Background: an optimization exercise with open tools, aiming at a short achievable clock period and few clock cycles. Do not read the settings as production practice.
At most, simulation tests tie the RTL to the original design; equivalence was not proved.
Only the layout flow was run in run 1; the RTL was not checked for function there.
Power is estimated from default activity; no workload was simulated.

<file path="flow/config.mk">
export PLATFORM = sky130hd
export DESIGN_NAME = processor
export DESIGN_NICKNAME = processor
export VERILOG_FILES = /design/flow/design.v
export SDC_FILE = /design/flow/constraint.sdc
export NUM_CORES = 4
export LEC_CHECK = 0
export CAP_MARGIN = 20
export CORE_MARGIN = 2
export CORE_UTILIZATION = 40
export SETUP_SLACK_MARGIN = 4.0
export SLEW_MARGIN = 20
</file>
<file path="flow/constraint.sdc">
create_clock -name core_clock -period 7.5 [get_ports {clock}]
set_input_delay 1.5000 -clock core_clock [delete_from_list [all_inputs] [get_ports {clock}]]
set_output_delay 1.5000 -clock core_clock [all_outputs]
set_load 0.01 [all_outputs]
</file>
<file path="flow/design.v">
    typedef logic [31:0] word_t;
    typedef logic [4:0]  reg_idx_t;
    typedef logic [4:0] opcode_t;
    localparam logic [4:0] op_alu = 5'b00000;
    localparam logic [4:0] op_j = 5'b00001;
    localparam logic [4:0] op_bne = 5'b00010;
    localparam logic [4:0] op_jal = 5'b00011;
    localparam logic [4:0] op_jr = 5'b00100;
    localparam logic [4:0] op_addi = 5'b00101;
    localparam logic [4:0] op_blt = 5'b00110;
    localparam logic [4:0] op_sw = 5'b00111;
    localparam logic [4:0] op_lw = 5'b01000;
    typedef logic [4:0] alu_op_t;
    localparam logic [4:0] alu_add = 5'b00000;
    localparam logic [4:0] alu_sub = 5'b00001;
    localparam logic [4:0] alu_and = 5'b00010;
    localparam logic [4:0] alu_or = 5'b00011;
    localparam logic [4:0] alu_sll = 5'b00100;
    localparam logic [4:0] alu_sra = 5'b00101;
    typedef logic [1:0] fwd_sel_t;
    localparam logic [1:0] fwd_none = 2'b00;
    localparam logic [1:0] fwd_mem = 2'b01;
    localparam logic [1:0] fwd_wb = 2'b10;
    localparam int OPCODE_HI = 31;
    localparam int OPCODE_LO = 27;
    localparam int RD_HI     = 26;
    localparam int RD_LO     = 22;
    localparam int RS_HI     = 21;
    localparam int RS_LO     = 17;
    localparam int RT_HI     = 16;
    localparam int RT_LO     = 12;
    localparam int SHAMT_HI  = 11;
    localparam int SHAMT_LO  = 7;
    localparam int ALUOP_HI  = 6;
    localparam int ALUOP_LO  = 2;
    localparam int IMM_W     = 17;
    localparam int TARGET_W  = 27;
    localparam logic [4:0] REG_RA = 5'd31;
    localparam logic [31:0] NOP_INSTR = 32'h0000_0000;
    function automatic logic writes_reg(logic [4:0] op);
        writes_reg = op == op_alu || op == op_addi || op == op_lw || op == op_jal;
    endfunction
    function automatic logic reads_rd(logic [4:0] op);
        reads_rd = op == op_bne || op == op_blt || op == op_jr || op == op_sw;
    endfunction
`timescale 1ns/1ps
module processor (
    input  logic            clock,
    input  logic            rst_n,
    output logic [31:0] imem_addr,
    input  logic [31:0] imem_data,
    output logic [31:0] dmem_addr,
    output logic [31:0] dmem_wdata,
    output logic            dmem_wen,
    input  logic [31:0] dmem_rdata
);
    typedef logic [31:0] word_t;
    typedef logic [4:0]  reg_idx_t;
    typedef logic [4:0] opcode_t;
    localparam logic [4:0] op_alu = 5'b00000;
    localparam logic [4:0] op_j = 5'b00001;
    localparam logic [4:0] op_bne = 5'b00010;
    localparam logic [4:0] op_jal = 5'b00011;
    localparam logic [4:0] op_jr = 5'b00100;
    localparam logic [4:0] op_addi = 5'b00101;
    localparam logic [4:0] op_blt = 5'b00110;
    localparam logic [4:0] op_sw = 5'b00111;
    localparam logic [4:0] op_lw = 5'b01000;
    typedef logic [4:0] alu_op_t;
    localparam logic [4:0] alu_add = 5'b00000;
    localparam logic [4:0] alu_sub = 5'b00001;
    localparam logic [4:0] alu_and = 5'b00010;
    localparam logic [4:0] alu_or = 5'b00011;
    localparam logic [4:0] alu_sll = 5'b00100;
    localparam logic [4:0] alu_sra = 5'b00101;
    typedef logic [1:0] fwd_sel_t;
    localparam logic [1:0] fwd_none = 2'b00;
    localparam logic [1:0] fwd_mem = 2'b01;
    localparam logic [1:0] fwd_wb = 2'b10;
    localparam int OPCODE_HI = 31;
    localparam int OPCODE_LO = 27;
    localparam int RD_HI     = 26;
    localparam int RD_LO     = 22;
    localparam int RS_HI     = 21;
    localparam int RS_LO     = 17;
    localparam int RT_HI     = 16;
    localparam int RT_LO     = 12;
    localparam int SHAMT_HI  = 11;
    localparam int SHAMT_LO  = 7;
    localparam int ALUOP_HI  = 6;
    localparam int ALUOP_LO  = 2;
    localparam int IMM_W     = 17;
    localparam int TARGET_W  = 27;
    localparam logic [4:0] REG_RA = 5'd31;
    localparam logic [31:0] NOP_INSTR = 32'h0000_0000;
    function automatic logic writes_reg(logic [4:0] op);
        writes_reg = op == op_alu || op == op_addi || op == op_lw || op == op_jal;
    endfunction
    function automatic logic reads_rd(logic [4:0] op);
        reads_rd = op == op_bne || op == op_blt || op == op_jr || op == op_sw;
    endfunction
    localparam int RAS_N = 4;
    word_t    pc;
    word_t    ras [RAS_N];
    word_t    regs [1:31];
    logic     dx_valid;
    word_t    dx_a, dx_b, dx_c;
    logic     dx_a_m, dx_a_w, dx_b_m, dx_b_w, dx_c_m, dx_c_w;
    logic     dx_add, dx_sub, dx_and, dx_or, dx_sll, dx_sra;
    logic [4:0] dx_sh;
    logic     dx_bne, dx_blt, dx_jr, dx_sw, dx_lw;
    logic     dx_pred;
    logic     dx_fwdbr;
    logic [4:0] dx_hidx;
    word_t    dx_alt;
    reg_idx_t dx_dest;       
    logic     dx_s_late;     
    word_t    xm_result;
    word_t    xm_store;
    reg_idx_t xm_dest;
    logic     xm_lw, xm_sw;
    word_t    mw_value;
    reg_idx_t mw_dest;
    word_t    ins;
    opcode_t  f_op;
    reg_idx_t f_rd, f_rs, f_rt;
    word_t    f_imm, f_pc1, f_tgt, f_pred_next;
    logic     f_is_alu, f_is_j, f_is_bne, f_is_jal, f_is_jr, f_is_addi, f_is_blt, f_is_sw, f_is_lw;
    logic     f_br, f_uses_rs, f_uses_rt, f_uses_rd, f_pred;
    alu_op_t  f_fn;
    reg_idx_t f_dest;
    logic     stall, mispredict, f_adv;
    word_t    redirect;
    word_t    rv_s, rv_t, rv_d;
    assign imem_addr = pc;
    assign ins  = imem_data;
    assign f_op = ins[OPCODE_HI:OPCODE_LO];
    assign f_rd = ins[RD_HI:RD_LO];
    assign f_rs = ins[RS_HI:RS_LO];
    assign f_rt = ins[RT_HI:RT_LO];
    assign f_fn = ins[ALUOP_HI:ALUOP_LO];
    assign f_imm = {{(32 - IMM_W){ins[IMM_W-1]}}, ins[IMM_W-1:0]};
    assign f_is_alu  = f_op == op_alu;
    assign f_is_j    = f_op == op_j;
    assign f_is_bne  = f_op == op_bne;
    assign f_is_jal  = f_op == op_jal;
    assign f_is_jr   = f_op == op_jr;
    assign f_is_addi = f_op == op_addi;
    assign f_is_blt  = f_op == op_blt;
    assign f_is_sw   = f_op == op_sw;
    assign f_is_lw   = f_op == op_lw;
    assign f_br      = f_is_bne || f_is_blt;
    assign f_uses_rs = f_is_alu || f_is_addi || f_is_lw || f_is_sw || f_br;
    assign f_uses_rt = f_is_alu;
    assign f_uses_rd = f_br || f_is_jr || f_is_sw;
    assign f_dest    = f_is_jal ? REG_RA : (f_is_alu || f_is_addi || f_is_lw) ? f_rd : 5'd0;
    assign f_pc1 = pc + 32'd1;
    always_comb begin
        logic [31:0] g, p, gg, pp, gn, pn;
        g = pc & f_imm;
        p = pc ^ f_imm;
        gg = g;
        pp = p;
        gg[0] = g[0] | p[0];
        for (int d = 1; d < 32; d = d * 2) begin
            gn = gg;
            pn = pp;
            for (int i = d; i < 32; i++) begin
                gn[i] = gg[i] | (pp[i] & gg[i-d]);
                pn[i] = pp[i] & pp[i-d];
            end
            gg = gn;
            pp = pn;
        end
        f_tgt = p ^ {gg[30:0], 1'b1};
    end
    logic     fbp [32];
    logic [4:0] f_hidx;
    assign f_hidx = pc[4:0] ^ pc[9:5] ^ pc[14:10];
    assign f_pred = f_br && (ins[16] || fbp[f_hidx]);
    always_comb begin
        if (f_is_j || f_is_jal)  f_pred_next = {{(32 - TARGET_W){1'b0}}, ins[TARGET_W-1:0]};
        else if (f_is_jr)        f_pred_next = ras[0];
        else if (f_pred)         f_pred_next = f_tgt;
        else                     f_pred_next = f_pc1;
    end
    function automatic word_t rread(reg_idx_t a, reg_idx_t wd, word_t wv);
        if (a == 5'd0)      rread = '0;
        else if (wd == a)   rread = wv;
        else                rread = regs[a];
    endfunction
    assign rv_s = rread(f_rs, mw_dest, mw_value);
    assign rv_t = rread(f_rt, mw_dest, mw_value);
    assign rv_d = rread(f_rd, mw_dest, mw_value);
    assign stall = dx_lw && dx_dest != 5'd0 && (
        (f_uses_rs && f_rs == dx_dest) ||
        (f_uses_rt && f_rt == dx_dest) ||
        ((f_br || f_is_jr) && f_rd == dx_dest));
    assign f_adv = !mispredict && !stall;
    function automatic logic hit(logic used, reg_idx_t src, reg_idx_t dst);
        hit = used && dst != 5'd0 && src == dst;
    endfunction
    always_ff @(posedge clock) begin
        if (!rst_n) begin
            pc <= '0;
        end else if (mispredict) begin
            pc <= redirect;
        end else if (!stall) begin
            pc <= f_pred_next;
        end
    end
    always_ff @(posedge clock) begin
        if (!rst_n) begin
            for (int i = 0; i < RAS_N; i++) ras[i] <= '0;
        end else if (f_adv && f_is_jal) begin
            ras[0] <= f_pc1;
            for (int i = 1; i < RAS_N; i++) ras[i] <= ras[i-1];
        end else if (f_adv && f_is_jr) begin
            for (int i = 0; i < RAS_N - 1; i++) ras[i] <= ras[i+1];
            ras[RAS_N-1] <= '0;
        end
    end
    always_ff @(posedge clock) begin
        if (!rst_n || !f_adv) begin
            dx_valid <= 1'b0;
            dx_dest  <= 5'd0;
            dx_bne   <= 1'b0;
            dx_fwdbr <= 1'b0;
            dx_blt   <= 1'b0;
            dx_jr    <= 1'b0;
            dx_sw    <= 1'b0;
            dx_lw    <= 1'b0;
        end else begin
            dx_valid <= 1'b1;
            dx_dest  <= f_dest;
            dx_bne   <= f_is_bne;
            dx_fwdbr <= f_br && !ins[16];
            dx_blt   <= f_is_blt;
            dx_jr    <= f_is_jr;
            dx_sw    <= f_is_sw;
            dx_lw    <= f_is_lw;
        end
    end
    always_ff @(posedge clock) begin
        dx_a   <= f_is_jal ? '0 : rv_s;
        dx_b   <= f_is_alu ? rv_t : f_is_jal ? f_pc1 : f_imm;
        dx_c   <= rv_d;
        dx_a_m <= hit(f_uses_rs, f_rs, dx_dest);
        dx_a_w <= hit(f_uses_rs, f_rs, xm_dest);
        dx_b_m <= hit(f_uses_rt, f_rt, dx_dest);
        dx_b_w <= hit(f_uses_rt, f_rt, xm_dest);
        dx_c_m <= hit(f_uses_rd, f_rd, dx_dest) && !dx_lw;
        dx_c_w <= hit(f_uses_rd, f_rd, xm_dest);
        dx_s_late <= f_is_sw && dx_lw && dx_dest != 5'd0 && f_rd == dx_dest;
        dx_add <= !f_is_alu || !(f_fn == alu_sub || f_fn == alu_and || f_fn == alu_or ||
                                 f_fn == alu_sll || f_fn == alu_sra);
        dx_sub <= f_is_alu && f_fn == alu_sub;
        dx_and <= f_is_alu && f_fn == alu_and;
        dx_or  <= f_is_alu && f_fn == alu_or;
        dx_sll <= f_is_alu && f_fn == alu_sll;
        dx_sra <= f_is_alu && f_fn == alu_sra;
        dx_sh  <= ins[SHAMT_HI:SHAMT_LO];
        dx_pred <= f_pred;
        dx_hidx <= f_hidx;
        dx_alt <= f_is_jr ? ras[0] : f_pred ? f_pc1 : f_tgt;
    end
    word_t x_a, x_b, x_c, x_result;
    logic  x_neq, x_gt, x_taken;
    assign x_a = dx_a_m ? xm_result : dx_a_w ? mw_value : dx_a;
    assign x_b = dx_b_m ? xm_result : dx_b_w ? mw_value : dx_b;
    assign x_c = dx_c_m ? xm_result : dx_c_w ? mw_value : dx_c;
    always_comb begin
        x_result = '0;
        if (dx_add) x_result = x_result | (x_a + x_b);
        if (dx_sub) x_result = x_result | (x_a - x_b);
        if (dx_and) x_result = x_result | (x_a & x_b);
        if (dx_or)  x_result = x_result | (x_a | x_b);
        if (dx_sll) x_result = x_result | (x_a << dx_sh);
        if (dx_sra) x_result = x_result | word_t'($signed(x_a) >>> dx_sh);
    end
    assign x_neq   = x_a != x_c;
    assign x_gt    = $signed(x_a) > $signed(x_c);
    assign x_taken = (dx_bne && x_neq) || (dx_blt && x_gt);
    assign mispredict = dx_valid && (((dx_bne || dx_blt) && (x_taken != dx_pred)) ||
                                     (dx_jr && x_c != dx_alt));
    assign redirect = dx_jr ? x_c : dx_alt;
    always_ff @(posedge clock) begin
        if (!rst_n) begin
            for (int i = 0; i < 32; i++) fbp[i] <= 1'b0;
        end else if (dx_fwdbr) begin
            fbp[dx_hidx] <= x_taken;
        end
    end
    always_ff @(posedge clock) begin
        if (!rst_n) begin
            xm_dest <= 5'd0;
            xm_lw   <= 1'b0;
            xm_sw   <= 1'b0;
        end else begin
            xm_dest <= dx_dest;
            xm_lw   <= dx_lw;
            xm_sw   <= dx_sw;
        end
    end
    always_ff @(posedge clock) begin
        xm_result <= x_result;
        xm_store  <= dx_s_late ? dmem_rdata : x_c;
    end
    assign dmem_addr  = xm_result;
    assign dmem_wdata = xm_store;
    assign dmem_wen   = xm_sw;
    always_ff @(posedge clock) begin
        if (!rst_n) begin
            mw_dest <= 5'd0;
        end else begin
            mw_dest <= xm_dest;
        end
    end
    always_ff @(posedge clock) begin
        mw_value <= xm_lw ? dmem_rdata : xm_result;
    end
    always_ff @(posedge clock) begin
        if (!rst_n) begin
            for (int i = 1; i < 32; i++) regs[i] <= '0;
        end else if (mw_dest != 5'd0) begin
            regs[mw_dest] <= mw_value;
        end
    end
endmodule
</file>
<file path="flow/run.sh">
#!/bin/bash
# synth_recipe.tcl (not shown) runs the flow's synth.tcl, then flattens the netlist and writes it again
# the make line also repeats each setting of config.mk as NAME=value (left out here)
make -C /OpenROAD-flow-scripts/flow DESIGN_CONFIG=/design/flow/config.mk WORK_HOME=/design/flow/orfs CLKGATE_MAP_FILE= SYNTH_SCRIPT=/design/flow/synth_recipe.tcl finish
</file>
==> results of run 1 <==
[routing by layer]
layer,share of wire,track usage,routed length (µm)
met5,0.00045,0,184
met2,0.44,0.500,181000
met4,0.070,0.205,28500
met3,0.13,0.0953,52800
met1,0.36,0.429,146000
[stage by stage]
| step | instance area (µm²) | setup WS, ns |
|---|---|---|
| after floorplan | 95200 | 3.61 |
| after global placement | 99300 | 1.80 |
| after detailed placement | 99500 | 1.68 |
| after CTS | 110000 | 3.22 |
| after global routing | 112000 | 3.03 |
| final | 112000 | 3.11 |
[where the power goes]
part / internal (mW) / total (mW) / switching (mW)
sequential: 9.38 / 10.2 / 0.775
combinational: 2.65 / 6.65 / 4.00
clock: 4.80 / 8.57 / 3.76
total: 16.8 / 25.4 / 8.54
[cell type report]
| type | instances | area (µm²) |
|---|---|---|
| diodes | 29 | 72.6 |
| flip-flops and latches | 1488 | 40200 |
| repair buffers | 705 | 7840 |
| well taps | 3043 | 3810 |
| multi-input cells | 5160 | 53900 |
| clock inverters | 87 | 917 |
| clock buffers | 227 | 4690 |
| inverters | 147 | 591 |
| fillers | 20100 | 120000 |
[cell families after synthesis]
| family | count (synthesis) |
|---|---|
| simple gates | 2169 |
| flops | 1488 |
| mux | 1354 |
| compound gates | 1284 |
| buf+inv | 895 |
| fa+ha+maj | 162 |
| xor+xnor | 151 |
| other cells | 1 |
[worst max-delay path: cells and delay by family (launching register included)]
kind	cells	cell delay, ns
AO/OA/AOI/OAI	9	1.88
flip-flops	1	0.34
adder cells (fa/ha/maj)	1	0.29
buffers and inverters	4	0.91
AND/OR/NAND/NOR	3	0.81
[how the worst max path moves through the flow]
| stage | cells past startpoint | startpoint | endpoint | slack (ns) |
|---|---|---|---|---|
| floorplan | 14 | imem_data[0] | pc[26] | 3.61 |
| global placement | 16 | dx_a_w | ras[3][24] | 1.80 |
| detailed placement | 16 | dx_a_w | ras[3][30] | 1.68 |
| CTS | 17 | dx_a_w | ras[0][29] | 3.22 |
| global route | 19 | dx_a_w | ras[0][21] | 3.03 |
| finish | 17 | dx_c_m | ras[2][12] | 3.11 |
[synthesized netlist by cell type (19+ instances only)]
library cell  count  share of area
o31ai_1          25         0.0020
a21o_1           29         0.0023
mux2i_1         279          0.030
xor2_1           45         0.0042
o22ai_1         109         0.0073
o21a_1           59         0.0047
nor4_1           20         0.0013
xnor2_1         102         0.0096
a21oi_2          25         0.0023
mux4_2          998           0.24
o21ai_0         254          0.014
a211oi_1        101         0.0081
nor3_1           62         0.0033
ha_1            159          0.021
buf_2            48         0.0026
o211ai_1         49         0.0039
nand2_1         407          0.016
nand4_1          19         0.0013
o221a_2          33         0.0040
a221oi_1         26         0.0024
edfxtp_1       1024           0.33
o221ai_1         30         0.0028
inv_1           141         0.0057
nand3_1          70         0.0038
clkbuf_1        589          0.024
buf_1           103         0.0041
and2_1         1026          0.069
mux2_2           72         0.0087
a22o_1           39         0.0037
o211a_1          74         0.0079
a31oi_1          29         0.0019
nand2b_1         19         0.0013
nor2_1          439          0.018
a21oi_1         267          0.014
dfxtp_1         464           0.10
[registers in the layout (all words and copies together), names as in the netlist, 5 cells and up]
signal,count
fbp,32
dx_b,32
dx_sh,5
mw_dest,5
dx_a,32
xm_store,32
pc,32
dx_c,32
dx_dest,5
xm_dest,5
mw_value,32
xm_result,32
dx_hidx,5
dx_alt,32
regs,1024
ras,128
[what timing repair did]
action	CTS	global route
cloned	31	12
resized for setup	612	270
pin swaps	119	143
setup endpoints to repair	1491	614
buffers inserted	192	83
==> summary.txt, run 1 <==
Status
  – Outcome: finished clean

Place
  – HPWL after detailed placement: 258000 µm
  – RePlAce Congestion: 1.02
  – Number of placed instances, taps included: 10200
  – Count of input and output buffers: 162

Setup path
  – Biggest fanout along the worst timing path: 33
  – Largest stage delay, worst path: 0.58 ns
  – Data required time at the worst endpoint: 8.25 ns
  – Category of the worst setup path launch point: register
  – Setup slack, reg-to-reg: 3.11 ns
  – Cell with the biggest individual delay on the critical path: or4_4
  – CP endpoint kind: register
  – Worst R2R End: ras[2][12]
  – Cell-by-cell listing of the critical path: buf_4 -> nor2_1 -> a21oi_2 -> ha_4 -> a21oi_1 -> o21ai_1 -> a221oi_2 -> nor3_4 -> o21ai_2 -> o21ai_4 -> or4_4 -> o2111ai_4 -> buf_12 -> a21oi_4 -> buf_12 -> clkbuf_16 -> o211a_1
  – Worst flop-to-flop path startpoint: dx_c_m
  – Count of cells along the worst register-to-register path: 17
  – Data arrival, critical path: 5.14 ns
  – Startpoint-to-endpoint class of the critical path: register to register
  – Most prevalent standard cell on the critical path: buf_12

GRT
  – First-pass GRT wire length: 556000 µm
  – Overflow left after global routing: 0
  – Global router's overall resource usage: 0.334
  – Via count of the first global-routing pass: 70000
  – Maximum number of pins on one net before global-route repair: 105
  – Initial antenna violation count: 51

STA
  – Pin slew with the least headroom to its limit: 1.22 ns
  – Final-report setup violation count: 0
  – Count of pins over their slew limit: 0
  – Highest achievable clock rate: 0.228 GHz
  – Final critical-path share of the clock period: 0.586
  – Relative max-transition margin: 0.187
  – Fin Hold WS: 0.458 ns
  – Final total negative setup slack: 0 ns
  – Clock Skews: 0.0568 ns
  – Final hold vios: 0
  – Tmin final: 4.39 ns
  – Setup repair after global routing missed its margin: yes

Synth
  – Simple-gate share of the synthesized area: 0.122
  – Synthesized area: 93200 µm²
  – Post-synth EDFFs: 1024
  – Combinational family with the most area after synthesis: multiplexers
  – Multiplexer area fraction after synthesis: 0.280
  – Number of instances in the synthesized netlist: 7504
  – Register bit total from synthesis: 1488
  – Post-synthesis average cell area: 12.4 µm²
  – Compound-gate portion of the synthesized area: 0.0943
  – Sequential fraction of the synthesis area: 0.429
  – Leading register cell type out of synthesis: edfxtp_1
  – Yosys warning total: 2
  – Xor/xnor share of the synthesized area: 0.0148
  – Post-synthesis adder-cell area fraction: 0.0220
  – Unique masters post-synth: 92
  – Post-synthesis async set-or-reset flop share: 0

Routing
  – Number of vias per cell after detailed routing: 6.77
  – Remaining antenna violation count: 0
  – Drc violations: 0
  – Post-DR wirelength/cell: 37.5 µm
  – Number of DRC markers after the initial detailed-route iteration: 12000
  – Final wirelength: 408000 µm
  – Detailed-route via count: 73700
  – Detailed-router iteration count before antenna repair: 7

Die
  – Die Y-Extent: 487 µm
  – Site Rows: 177
  – Overall die width: 487 µm
  – Number of top-level pins: 163
  – Die area: 237000 µm²
  – Initial cell density of the core: 0.402
  – Standard cell core area: 232000 µm²

Clock network
  – Number of buffers added by the clock tree synthesis step: 171
  – Number of clock sinks seen by CTS: 1488
  – Root buffer cell: clkbuf_16
  – CTS tree: done
  – Worst-skew pair later-pin latency: 0.89 ns
  – CTS clock-pin slew for the worst setup and hold paths: 0.06 ns
  – Number of buffers between clock root and the deepest sink: 3
  – Total of hold buffers inserted after clock tree synthesis: 0
  – Deepest level of the CTS H-tree: 4

Worst hold path
  – Hold Crit Endpoint: fbp[4]
  – Worst Min Path Start: fbp[4]
  – Hold depth: 2
  – Worst min-delay path class: register to register

Layout
  – Ratio of cells with drive above 1 in the final layout: 0.326
  – Most frequent cells in the layout: and2_1 (1025), edfxtp_1 (1024), mux4_2 (998)
  – Commonest non-fill, non-tap cell in the layout: and2_1
  – Fraction of the core area covered by cells at the end of the flow: 0.483
  – Post-synthesis to final-layout area growth: 20.1%
  – Non-filler cells, final: 10900
  – Final nets: 7901

Pwr
  – Worst ir drop on vdd: 0.000255 V
  – Total design power: 25.4 mW
  – Leakage power total: 41.0 nW
  – Power per unit of standard cell area: 227 nW/µm²

Flow run
  – Number of max-cap violations: 0
==> run 2: changes to the inputs <==
--- a/flow/design.v
+++ b/flow/design.v
@@ -110,15 +110,13 @@
     logic [4:0] dx_sh;
     logic     dx_bne, dx_blt, dx_jr, dx_sw, dx_lw;
     logic     dx_pred;
-    logic     dx_fwdbr;
-    logic [4:0] dx_hidx;
     word_t    dx_alt;
     reg_idx_t dx_dest;       
     logic     dx_s_late;     
     word_t    xm_result;
     word_t    xm_store;
     reg_idx_t xm_dest;
-    logic     xm_lw, xm_sw;
+    logic     xm_lw, xm_sw, xm_s_late;
     word_t    mw_value;
     reg_idx_t mw_dest;
     word_t    ins;
@@ -154,30 +152,23 @@
     assign f_uses_rt = f_is_alu;
     assign f_uses_rd = f_br || f_is_jr || f_is_sw;
     assign f_dest    = f_is_jal ? REG_RA : (f_is_alu || f_is_addi || f_is_lw) ? f_rd : 5'd0;
-    assign f_pc1 = pc + 32'd1;
+    word_t    pc1_r;
+    logic [17:0] lo_sum;
+    logic [14:0] hi_same, hi_inc, hi_dec;
+    assign f_pc1   = pc + 32'd1;
+    assign lo_sum  = {1'b0, f_pc1[16:0]} + {1'b0, ins[16:0]};
+    assign hi_same = f_pc1[31:17];
+    assign hi_inc  = f_pc1[31:17] + 15'd1;
+    assign hi_dec  = f_pc1[31:17] - 15'd1;
     always_comb begin
-        logic [31:0] g, p, gg, pp, gn, pn;
-        g = pc & f_imm;
-        p = pc ^ f_imm;
-        gg = g;
-        pp = p;
-        gg[0] = g[0] | p[0];
-        for (int d = 1; d < 32; d = d * 2) begin
-            gn = gg;
-            pn = pp;
-            for (int i = d; i < 32; i++) begin
-                gn[i] = gg[i] | (pp[i] & gg[i-d]);
-                pn[i] = pp[i] & pp[i-d];
-            end
-            gg = gn;
-            pp = pn;
-        end
-        f_tgt = p ^ {gg[30:0], 1'b1};
+        case ({ins[16], lo_sum[17]})
+            2'b00:   f_tgt = {hi_same, lo_sum[16:0]};
+            2'b01:   f_tgt = {hi_inc,  lo_sum[16:0]};
+            2'b10:   f_tgt = {hi_dec,  lo_sum[16:0]};
+            default: f_tgt = {hi_same, lo_sum[16:0]};
+        endcase
     end
-    logic     fbp [32];
-    logic [4:0] f_hidx;
-    assign f_hidx = pc[4:0] ^ pc[9:5] ^ pc[14:10];
-    assign f_pred = f_br && (ins[16] || fbp[f_hidx]);
+    assign f_pred = f_br && ins[16];
     always_comb begin
         if (f_is_j || f_is_jal)  f_pred_next = {{(32 - TARGET_W){1'b0}}, ins[TARGET_W-1:0]};
         else if (f_is_jr)        f_pred_next = ras[0];
@@ -225,7 +216,6 @@
             dx_valid <= 1'b0;
             dx_dest  <= 5'd0;
             dx_bne   <= 1'b0;
-            dx_fwdbr <= 1'b0;
             dx_blt   <= 1'b0;
             dx_jr    <= 1'b0;
             dx_sw    <= 1'b0;
@@ -234,7 +224,6 @@
             dx_valid <= 1'b1;
             dx_dest  <= f_dest;
             dx_bne   <= f_is_bne;
-            dx_fwdbr <= f_br && !ins[16];
             dx_blt   <= f_is_blt;
             dx_jr    <= f_is_jr;
             dx_sw    <= f_is_sw;
@@ -261,7 +250,6 @@
         dx_sra <= f_is_alu && f_fn == alu_sra;
         dx_sh  <= ins[SHAMT_HI:SHAMT_LO];
         dx_pred <= f_pred;
-        dx_hidx <= f_hidx;
         dx_alt <= f_is_jr ? ras[0] : f_pred ? f_pc1 : f_tgt;
     end
     word_t x_a, x_b, x_c, x_result;
@@ -286,13 +274,6 @@
     assign redirect = dx_jr ? x_c : dx_alt;
     always_ff @(posedge clock) begin
         if (!rst_n) begin
-            for (int i = 0; i < 32; i++) fbp[i] <= 1'b0;
-        end else if (dx_fwdbr) begin
-            fbp[dx_hidx] <= x_taken;
-        end
-    end
-    always_ff @(posedge clock) begin
-        if (!rst_n) begin
             xm_dest <= 5'd0;
             xm_lw   <= 1'b0;
             xm_sw   <= 1'b0;
@@ -304,10 +285,11 @@
     end
     always_ff @(posedge clock) begin
         xm_result <= x_result;
-        xm_store  <= dx_s_late ? dmem_rdata : x_c;
+        xm_store  <= x_c;
+        xm_s_late <= dx_s_late;
     end
     assign dmem_addr  = xm_result;
-    assign dmem_wdata = xm_store;
+    assign dmem_wdata = xm_s_late ? mw_value : xm_store;
     assign dmem_wen   = xm_sw;
     always_ff @(posedge clock) begin
         if (!rst_n) begin
--- a/flow/config.mk
+++ b/flow/config.mk
@@ -8,5 +8,4 @@
 export CAP_MARGIN = 20
 export CORE_MARGIN = 2
 export CORE_UTILIZATION = 40
-export SETUP_SLACK_MARGIN = 4.0
 export SLEW_MARGIN = 20
==> run 2 against run 1 <==
Against the previous run:
- area after synthesis shrank 1.7%
- register-to-register slack lost 2.1 ns
- still clean
- synthesized cell count shrank 0.61%
- core utilization shrank 2.9 points
- clock power shrank 0.9%
- combinational power shrank 9.2%
- die area shrank 1.7%
- sequential cell count shrank 37
- clock skew grew 0.025 ns
- worst hold slack lost 0.19 ns
- critical endpoint is now dx_alt[31]
- critical path type unchanged
- design area shrank 7.8%
==> summary.txt, run 2 <==
Setup path
  – Cell with the biggest individual delay on the critical path: dfxtp_1
  – Startpoint-to-endpoint class of the critical path: register to register
  – Biggest fanout along the worst timing path: 7 (-79%)
  – Cell-by-cell listing of the critical path: nand4_2 -> nor4_2 -> buf_4 -> nand3_1 -> xnor2_1 -> ha_1 -> or2_2 -> a21oi_1 -> a31oi_1 -> a21o_1 -> a21oi_1 -> ha_1 -> inv_1 -> xnor2_1 -> ha_1 -> a211oi_1 -> nor2b_1 -> a211o_1 -> a211oi_2 -> o211ai_1 -> a2111oi_2 -> buf_4 -> o31a_1 -> o31ai_1
  – Largest stage delay, worst path: 0.50 ns (-0.08 ns)
  – CP endpoint kind: register
  – Category of the worst setup path launch point: register
  – Most prevalent standard cell on the critical path: ha_1
  – Data arrival, critical path: 7.19 ns (+2.05 ns)
  – Data required time at the worst endpoint: 8.19 ns (-0.06 ns)
  – Count of cells along the worst register-to-register path: 24 (+7)

GRT
  – Via count of the first global-routing pass: 67200 (-4.0%)
  – Initial antenna violation count: 46 (-9.8%)
  – Maximum number of pins on one net before global-route repair: 97 (-7.6%)
  – First-pass GRT wire length: 535000 µm (-3.8%)
  – Overflow left after global routing: 0 (unchanged)
  – Global router's overall resource usage: 0.329 (-0.00564)

Worst hold path
  – Hold depth: 0 (-2)
  – Worst min-delay path class: register to register

STA
  – Count of pins over their slew limit: 0 (unchanged)
  – Highest achievable clock rate: 0.154 GHz (-32%)
  – Final hold vios: 0 (unchanged)
  – Minimum setup slack in the final design: 1.00 ns (-2.10 ns)
  – Setup repair after global routing missed its margin: no
  – Tmin final: 6.50 ns (+2.10 ns)
  – Pin slew with the least headroom to its limit: 1.21 ns (-0.00531 ns)
  – Final total negative setup slack: 0 ns (unchanged)
  – Clock Skews: 0.0817 ns (+0.0249 ns)
  – Final critical-path share of the clock period: 0.866 (+0.281)
  – Final-report setup violation count: 0 (unchanged)
  – Relative max-transition margin: 0.184 (-0.00307)

Layout
  – Area used by sequential logic in the layout: 39300 µm² (-2.3%)
  – Largest register by flop count: regs
  – Final nets: 7608 (-3.7%)
  – Non-filler cells, final: 10500 (-3.2%)
  – Fraction of the core area covered by cells at the end of the flow: 0.454 (-0.0289)
  – Post-synthesis to final-layout area growth: 12.6%
  – Ratio of cells with drive above 1 in the final layout: 0.237 (-0.0886)
  – Fillers: 20300 (+0.89%)
  – Largest registers: regs: 1024 flops, ras: 128 flops
  – Max FFs per register: 1024 (unchanged)
  – Most frequent cells in the layout: edfxtp_1 (1024), and2_1 (1014), mux4_2 (969)
  – Commonest non-fill, non-tap cell in the layout: edfxtp_1
  – Multi-input combinational cell area: 49700 µm² (-7.8%)

Place
  – Number of placed instances, taps included: 10200 (-0.039%)
  – HPWL after detailed placement: 257000 µm (-0.44%)
  – Count of input and output buffers: 162 (unchanged)
  – RePlAce Congestion: 1.00 (-1.6%)
  – Placement-stage worst setup slack: 0.291 ns (-1.39 ns)

Routing
  – Remaining antenna violation count: 0 (unchanged)
  – Number of vias per cell after detailed routing: 6.62 (-2.2%)
  – Drc violations: 0 (unchanged)
  – Final wirelength: 389000 µm (-4.8%)
  – Detailed-route via count: 69800 (-5.3%)
  – Post-DR wirelength/cell: 36.9 µm (-1.6%)
  – Number of DRC markers after the initial detailed-route iteration: 10400 (-14%)
  – Detailed-router iteration count before antenna repair: 6 (-1)

Synth
  – Leading register cell type out of synthesis: edfxtp_1
  – Synthesized area: 91700 µm² (-1.7%)
  – Leading post-synthesis cells by instance count: edfxtp_1 (1024), and2_1 (1014), mux4_2 (969), clkbuf_1 (617), nand2_1 (454)
  – Yosys warning total: 2 (unchanged)
  – Cell with the most instances after synthesis: edfxtp_1
  – Sequential fraction of the synthesis area: 0.429 (-0.000608)
  – Register bit total from synthesis: 1451 (-2.5%)
  – Number of instances in the synthesized netlist: 7458 (-0.61%)
  – Post-synthesis async set-or-reset flop share: 0 (unchanged)
  – Top post-synthesis cells by area: edfxtp_1 (34%), mux4_2 (24%), dfxtp_1 (9.3%), and2_1 (6.9%), mux2i_1 (3.2%)
  – Cell taking the most area after synthesis: edfxtp_1
  – Share of the synthesized area in the top cell type: 0.336 (+0.00574)
  – Post-synth EDFFs: 1024 (unchanged)
  – Post-synthesis average cell area: 12.3 µm² (-1.1%)
  – Unique masters post-synth: 91 (-1.1%)

Die
  – Number of top-level pins: 163 (unchanged)
  – Initial cell density of the core: 0.403 (+0.00110)
  – Die Y-Extent: 483 µm (-0.85%)
  – Site Rows: 175 (-1.1%)
  – Overall die width: 483 µm (-0.85%)
  – Standard cell core area: 227000 µm² (-2.0%)
  – Die area: 233000 µm² (-1.7%)

Clock network
  – CTS clock-pin slew for the worst setup and hold paths: 0.06 ns (about the same)
  – CTS tree: done
  – Number of resized instances in the post-cts repair step: 0 (-100%)
  – Root buffer cell: clkbuf_16
  – Number of buffers inserted to repair setup after CTS: 0 (-100%)
  – Number of clock sinks seen by CTS: 1451 (-2.5%)
  – Number of buffers between clock root and the deepest sink: 3 (unchanged)
  – Total of hold buffers inserted after clock tree synthesis: 0 (unchanged)
  – Worst-skew pair later-pin latency: 0.87 ns (-0.02 ns)
  – Number of buffers added by the clock tree synthesis step: 167 (-2.3%)
  – Deepest level of the CTS H-tree: 4 (unchanged)

Status
  – Outcome: finished clean

Pwr
  – Leakage power total: 37.1 nW (-9.3%)
  – Worst ir drop on vdd: 0.000189 V (-26%)
  – Power per unit of standard cell area: 236 nW/µm² (+4.3%)

Flow run
  – Number of max-cap violations: 0 (unchanged)
[run 2: per-layer routing]
metal,vias to the layer above,routed length (µm),GRT usage
li1,28300,-,-
met1,35400,143000,0.427
met2,5054,173000,0.500
met3,976,49600,0.0997
met4,20,22800,0.162
met5,-,342,0
[run 2: worst max-delay path: cells and delay by family (launching register included)]
family,cells,cell delay (ns)
XOR/XNOR,2,0.65
adder cells (fa/ha/maj),3,1.01
AND/OR/NAND/NOR,5,1.13
flip-flops,1,0.50
AO/OA/AOI/OAI,11,2.47
buffers and inverters,3,0.57
[run 2: where the power goes]
| group | internal (mW) | switching [mW] | total [mW] | leakage, nW |
|---|---|---|---|---|
| Sequential | 9.15 | 0.708 | 9.86 | 14.1 |
| Combinational | 2.19 | 3.85 | 6.04 | 20.3 |
| Clock | 4.77 | 3.71 | 8.49 | 2.70 |
| Total | 16.1 | 8.27 | 24.4 | 37.1 |
[run 2: logic make-up (layout without fill, tap and decap cells)]
kind of cell,after synthesis,after routing,synth area share
simple gates,2162,2162,0.125
flops,1451,1451,0.429
mux,1378,1378,0.284
compound gates,1236,1236,0.0867
buf+inv,902,934,0.0370
xor+xnor,169,169,0.0166
fa+ha+maj,159,159,0.0220
other cells,1,43,0.0000409
[run 2: metrics by stage]
step | area, µm² | total power, mW | hold WS, ns
global route | 103000 | 25.0 | 0.284
global placement | 97500 | 15.8 | 0.314
finish | 103000 | 24.4 | 0.269
floorplan | 91800 | 13.0 | 0.310
detailed placement | 97600 | 15.8 | 0.316
CTS | 103000 | 24.2 | 0.263
[run 2: path summary, 6_finish.rpt]
| kind | start | endpoint | slack, ns |
|---|---|---|---|
| worst max-delay path | pc[6] | dx_alt[31] | 1.00 |
| worst min-delay path | dx_s_late | xm_s_late | 0.27 |
| worst max register to register | pc[6] | dx_alt[31] | 1.00 |
| worst min register to register | dx_s_late | xm_s_late | 0.27 |
[run 2: final cells by class]
type / instances / share of cell area
Tap cell: 3009 / 0.0365
Multi-Input combinational cell: 5136 / 0.481
Inverter: 160 / 0.00584
Timing Repair Buffer: 467 / 0.0412
Antenna cell: 11 / 0.000267
Sequential cell: 1451 / 0.381
Clock inverter: 79 / 0.00948
Clock buffer: 228 / 0.0447
Testbench counts of run 2, summed over its fixed seeds: cycles 32,990.

-- what the ideal ports hide --
How much do the figures lean on ideal ports? The routed layouts below were timed once more, with nothing changed but the port constraints.
Step 1 sets driving cells, clkbuf_16 on the clock port and buf_2 on the other inputs (assumed; they add their load-dependent delay and slew).
Step 2 adds t to the input delays and takes it off the output delays; t is the mean of the earliest and latest rising clock arrival at the registers after step 1. Input paths then give back, and output paths get back, about the clock's delay inside the block.
Slacks: ideal / step 1 / step 2; pairs: ideal / step 1.
run | shift t [ns] | slack for setup (ns) | hold WS [ns] | pins driven straight from the clock port
run 1 | 0.948 | 3.107 / 3.107 / 2.285 | 0.458 / 0.458 / 0.458 | 1
run 2 | 0.912 | 1.002 / 1.002 / 0.186 | 0.269 / 0.269 / 0.269 | 1
After both steps setup and hold are still met in every run listed. The setup slack of run 1, which loses most, moves by 0.000 ns with the drivers and by -0.822 ns with both steps.
